This design comes from an exercise in tuning for small area, a short achievable clock period and few clock cycles per item on the open sky130 flow, not from production work.
The RTL was checked by simulation tests, not by an equivalence proof against the original design.

==> inputs of yarrow <==
==> flow/design.v (excerpt) <==
module exclusion_process_hop_step_unit #(
    parameter int SITES     = 64,
    parameter int PARTICLES = 16
) (
    input  wire logic              i_clk,
    input  wire logic              i_rst_n,
    input  wire logic              i_cfg_we,
    input  wire logic              i_cfg_index,
    input  wire logic [RATE_W-1:0] i_cfg_data,
    input  wire logic              i_in_valid,
    output logic                   o_in_stall,
    input  wire logic              i_cmd,
    input  wire logic [PICK_W-1:0] i_pick,
    output logic                   o_out_valid,
    input  wire logic              i_out_stall,
    output logic [MOVER_W-1:0]     o_mover,
    output logic                   o_went_right,
    output logic [LAND_W-1:0]      o_landing_site,
    output logic [SUM_W-1:0]       o_rate_sum,
    output logic                   o_stuck
);
clock: 8.0 ns
lec_check: 0
abc_area: 1
cap_margin: 20
core_margin: 2
core_utilization: 40
place_density: 0.6
slew_margin: 20
synth_hierarchical: 1
synth_minimum_keep_size: 0
run.sh (not shown) runs the stock make flow with config.mk's settings and CLKGATE_MAP_FILE= SYNTH_SCRIPT=/design/flow/synth_recipe.tcl, a recipe that flattens the netlist after the stock synthesis.
==> harbor (differences from yarrow) <==
--- a/flow/design.v
+++ b/flow/design.v
@@ -949,17 +949,17 @@
         end
     end
     logic [5:0]       t;
     logic             dneg;
     logic [17:0]      mag;
-    logic [2:0][17:0] cmp_b;
-    logic [2:0]       cmp_lt;
+    logic [3:0][17:0] cmp_b;
+    logic [3:0]       cmp_lt;
     assign dneg  = r_dneg;
     assign mag   = r_mag;
-    assign cmp_b = {r_xsr, {2'd0, dneg ? r_lr : r_rr}, {1'd0, s_sum}};
+    assign cmp_b = {r_xsr, {2'd0, r_rr}, {2'd0, r_lr}, {1'd0, s_sum}};
     always_comb begin
-        for (int c = 0; c < 3; c++) begin
+        for (int c = 0; c < 4; c++) begin
             logic [17:0] g, p, g2, p2;
             g = ~mag & cmp_b[c];
             p = ~(mag ^ cmp_b[c]);
             for (int k = 0; k < 5; k++) begin
                 for (int i = 0; i < 18; i++) begin
@@ -978,13 +978,13 @@
         end
     end
     assign t[0] = dneg & ~cmp_lt[0];
     assign t[1] = dneg & ~cmp_lt[1];
     assign t[2] = dneg;
-    assign t[3] = dneg | cmp_lt[1];
+    assign t[3] = dneg | cmp_lt[2];
     assign t[4] = dneg | cmp_lt[0];
-    assign t[5] = dneg | cmp_lt[2];
+    assign t[5] = dneg | cmp_lt[3];
     logic [3:0] isel;
     logic       side_r;
     assign isel[0] = t[0];
     assign isel[1] = t[2] & ~t[0];
     assign isel[2] = t[4] & ~t[2];
--- a/flow/config.mk
+++ b/flow/config.mk
@@ -6,10 +6,12 @@
 export NUM_CORES = 4
 export LEC_CHECK = 0
 export ABC_AREA = 1
 export CAP_MARGIN = 20
 export CORE_MARGIN = 2
-export CORE_UTILIZATION = 40
-export PLACE_DENSITY = 0.6
+export CORE_UTILIZATION = 50
+export CTS_BUF_LIST = sky130_fd_sc_hd__clkbuf_8
+export PLACE_DENSITY = 0.7
+export SETUP_SLACK_MARGIN = 2.0
 export SLEW_MARGIN = 20
 export SYNTH_HIERARCHICAL = 1
 export SYNTH_MINIMUM_KEEP_SIZE = 0
==> run summary <==
Global-route usage: harbor is higher than yarrow (7.1 points).
yarrow completed with no timing, DRC or antenna violations. harbor completed without violations.
Against yarrow, the core utilization of harbor is higher by 13 points.
Against yarrow, the non-clock buffer count of harbor is higher by 66.
Of harbor and yarrow, yarrow has the higher cell count (gap about 3%, measured against yarrow).
Register-to-register slack: yarrow is lower than harbor (1300 ps).
In harbor the wire length is higher than in yarrow, by 1.7%.
In yarrow the area after synthesis is smaller than in harbor, by 0.21%.
Testbench counts of yarrow, summed over its fixed seeds: cycles 17,867, items 8,982.
Testbench counts of harbor, summed over its fixed seeds: cycles 17,867, items 8,982.

---

==> job 8330: inputs <==
exclusion_process_hop_step_unit, a different RTL version from the one above (not shown whole).
==> flow/config.mk <==
export PLATFORM = sky130hd
export DESIGN_NAME = exclusion_process_hop_step_unit
export DESIGN_NICKNAME = exclusion_process_hop_step_unit
export VERILOG_FILES = /design/flow/design.v
export SDC_FILE = /design/flow/constraint.sdc
export NUM_CORES = 4
export LEC_CHECK = 0
export ABC_AREA = 1
export CAP_MARGIN = 20
export CORE_MARGIN = 2
export CORE_UTILIZATION = 40
export PLACE_DENSITY = 0.6
export SLEW_MARGIN = 20
==> flow/constraint.sdc <==
create_clock -name core_clock -period 8.0 [get_ports {i_clk}]
set_input_delay 1.6000 -clock core_clock [delete_from_list [all_inputs] [get_ports {i_clk}]]
set_output_delay 1.6000 -clock core_clock [all_outputs]
set_load 0.01 [all_outputs]
==> inputs of job 9458, as changes to job 8330 <==
--- a/flow/design.v
+++ b/flow/design.v
@@ -843,16 +843,17 @@
     logic [4:0]       r_cm;          
     logic [4:0]       r_cp;          
     logic             r_pend;        
     logic             r_b;
     logic signed [19:0] r_d;
     logic [3:0][4:0]  r_gidx;        
     logic             r_ov;
     logic [3:0]       r_mover;
+    logic [5:0]       r_land;
     logic             r_right;
     logic             r_stuck;
     logic out_free;
     logic fire_a;        
     logic fire_r;        
     logic fire_b;        
     logic take;
     logic accept;
@@ -937,22 +938,25 @@
     logic signed [19:0] xs, xl, xr, xsr;
     logic signed [19:0] nd;
     assign xs   = {3'd0, s_sum};
     assign xl   = {4'd0, r_lr};
     assign xr   = {4'd0, r_rr};
     assign xsr  = {2'd0, r_xsr};
     assign nd   = ~r_d;
     logic [5:0] t;       
-    assign t[0] = nd >= xs;
-    assign t[1] = nd >= xl;
+    logic       lt0, lt1;
+    ephs_lt #(.W(20)) u_lt0 (.a(nd),  .b(xs),  .lt(lt0));
+    ephs_lt #(.W(20)) u_lt1 (.a(nd),  .b(xl),  .lt(lt1));
+    ephs_lt #(.W(20)) u_lt3 (.a(r_d), .b(xr),  .lt(t[3]));
+    ephs_lt #(.W(20)) u_lt4 (.a(r_d), .b(xs),  .lt(t[4]));
+    ephs_lt #(.W(20)) u_lt5 (.a(r_d), .b(xsr), .lt(t[5]));
+    assign t[0] = ~lt0;
+    assign t[1] = ~lt1;
     assign t[2] = r_d[19];
-    assign t[3] = r_d < xr;
-    assign t[4] = r_d < xs;
-    assign t[5] = r_d < xsr;
     logic [3:0] isel;
     logic       side_r;
     assign isel[0] = t[0];
     assign isel[1] = t[2] & ~t[0];
     assign isel[2] = t[4] & ~t[2];
     assign isel[3] = ~t[4];
     assign side_r  = (t[1] & ~t[0]) | (t[3] & ~t[2]) | (t[5] & ~t[4]);
     logic [16:0] gzr, gzl;       
@@ -1008,18 +1012,18 @@
         end else begin
             use_s = (da_p & db_p) | (da_m & db_m);
             use_l = (da_p | da_m) & ~db_p & ~db_m;
             use_r = (db_p | db_m) & ~da_p & ~da_m;
             neg   = da_m | db_m;
         end
         dmag = ({21{use_s}} & {4'd0, s_sum}) | ({21{use_l}} & {5'd0, r_lr})
              | ({21{use_r}} & {5'd0, r_rr});
-        tot_new = r_tot + (dmag ^ {21{neg}}) + {20'd0, neg};
     end
+    ephs_add #(.W(21)) u_tot_add (.a(r_tot), .b(dmag ^ {21{neg}}), .ci(neg), .s(tot_new));
     logic stuck;
     assign stuck = (r_tot == 21'd0);
     logic dn_p, dn_m;    
     assign dn_p = db_p & ~stuck;
     assign dn_m = db_m & ~stuck;
     logic [4:0] n_p1, n_m1, n_hop;
     assign n_p1  = r_n + 5'd1;
     assign n_m1  = r_n - 5'd1;
@@ -1102,24 +1106,86 @@
             r_in0   <= dn_p ? r_cp : dn_m ? r_cm : r_in0;
         end
         if (fire_a) begin
             r_d    <= diff[35:16];
             r_gidx <= gidx;
         end
         if (fire_r) begin
             r_mover <= 4'd0;
+            r_land  <= 6'd0;
             r_right <= 1'b0;
             r_stuck <= 1'b0;
         end else if (fire_b) begin
             r_mover <= stuck ? 4'd0 : mover;
+            r_land  <= stuck ? 6'd0 : land;
             r_right <= !stuck && side_r;
             r_stuck <= stuck;
         end
     end
     assign o_out_valid    = r_ov;
     assign o_mover        = r_mover;
     assign o_went_right   = r_right;
-    assign o_landing_site = r_stuck ? 6'd0 : r_pos[r_mover];
+    assign o_landing_site = r_land;
     assign o_rate_sum     = r_tot;
     assign o_stuck        = r_stuck;
 endmodule
+module ephs_lt #(
+    parameter int W = 20
+) (
+    input  wire logic [W-1:0] a,
+    input  wire logic [W-1:0] b,
+    output logic              lt
+);
+    logic [W-1:0] g [6];
+    logic [W-1:0] p [6];
+    always_comb begin
+        for (int i = 0; i < W; i++) begin
+            if (i == W - 1) g[0][i] = a[i] & ~b[i];
+            else            g[0][i] = ~a[i] & b[i];
+            p[0][i] = ~(a[i] ^ b[i]);
+        end
+        for (int k = 1; k < 6; k++) begin
+            for (int i = 0; i < W; i++) begin
+                if (i >= (1 << (k - 1))) begin
+                    g[k][i] = g[k-1][i] | (p[k-1][i] & g[k-1][i - (1 << (k - 1))]);
+                    p[k][i] = p[k-1][i] & p[k-1][i - (1 << (k - 1))];
+                end else begin
+                    g[k][i] = g[k-1][i];
+                    p[k][i] = p[k-1][i];
+                end
+            end
+        end
+        lt = g[5][W-1];
+    end
+endmodule
+module ephs_add #(
+    parameter int W = 21
+) (
+    input  wire logic [W-1:0] a,
+    input  wire logic [W-1:0] b,
+    input  wire logic         ci,
+    output logic      [W-1:0] s
+);
+    logic [W-1:0] g [6];
+    logic [W-1:0] p [6];
+    logic [W-1:0] hp;
+    always_comb begin
+        hp = a ^ b;
+        g[0] = a & b;
+        p[0] = hp;
+        g[0][0] = (a[0] & b[0]) | (hp[0] & ci);
+        for (int k = 1; k < 6; k++) begin
+            for (int i = 0; i < W; i++) begin
+                if (i >= (1 << (k - 1))) begin
+                    g[k][i] = g[k-1][i] | (p[k-1][i] & g[k-1][i - (1 << (k - 1))]);
+                    p[k][i] = p[k-1][i] & p[k-1][i - (1 << (k - 1))];
+                end else begin
+                    g[k][i] = g[k-1][i];
+                    p[k][i] = p[k-1][i];
+                end
+            end
+        end
+        s[0] = hp[0] ^ ci;
+        for (int i = 1; i < W; i++) s[i] = hp[i] ^ g[5][i-1];
+    end
+endmodule
 `default_nettype wire
==> summary of the runs <==
- Job 8330 finished clean. Job 9458 passed the timing, DRC and antenna checks.
- Between job 9458 and job 8330, the lower final area is in job 9458 (gap about 2.7%, measured against job 8330).
- In job 9458 the cell count is smaller than in job 8330, by about 4%.
- Between job 9458 and job 8330, the lower routed wire length is in job 9458 (gap 4.0%, measured against job 8330).
- Against job 9458, the synthesized cell count of job 8330 is larger by about 5%.
- Register-to-register slack: job 8330 is worse than job 9458 (0.02 ns).
- Against job 8330, the die area of job 9458 is smaller by about 2.8%.
- Between job 9458 and job 8330, the lower flip-flop and latch count is in job 8330 (gap 6).
Testbench counts of job 8330, summed over its fixed seeds: cycles 17,891, items 8,982.
Testbench counts of job 9458, summed over its fixed seeds: cycles 17,891, items 8,982.

==> what the ideal ports hide <==
Ports are ideal in the flow. The routed layouts listed here were re-timed in OpenROAD. Step 1 (the two cells are an assumption about what drives the block):
set clk [get_ports {i_clk}]
set_driving_cell -lib_cell sky130_fd_sc_hd__clkbuf_16 $clk
set_driving_cell -lib_cell sky130_fd_sc_hd__buf_2 [delete_from_list [all_inputs] $clk]
Step 2 times the ports against the registers' clock, not the clock port: input delays grow and output delays shrink by t, the midpoint of the rising clock arrivals with the driver on. a / b / c = ideal / step 1 / step 2; a / b = the first two.
| run | shift t [ns] | setup WS [ns] | hold slack, ns | worst setup path after step 2 |
|---|---|---|---|---|
| yarrow | 0.668 | 0.668 / 0.668 / 0.668 | 0.478 / 0.478 / 0.478 | register to register |
| harbor | 0.757 | 2.010 / 2.010 / 1.518 | 0.469 / 0.469 / 0.469 | input to register |
| job 8330 | 0.633 | 0.569 / 0.569 / 0.462 | 0.471 / 0.471 / 0.471 | input to register |
| job 9458 | 0.632 | 0.594 / 0.594 / 0.059 | 0.462 / 0.462 / 0.462 | input to register |
After both steps every run listed still meets setup and hold. The setup slack of job 9458, which loses most, moves by 0.000 ns with the drivers and by -0.535 ns with both steps.
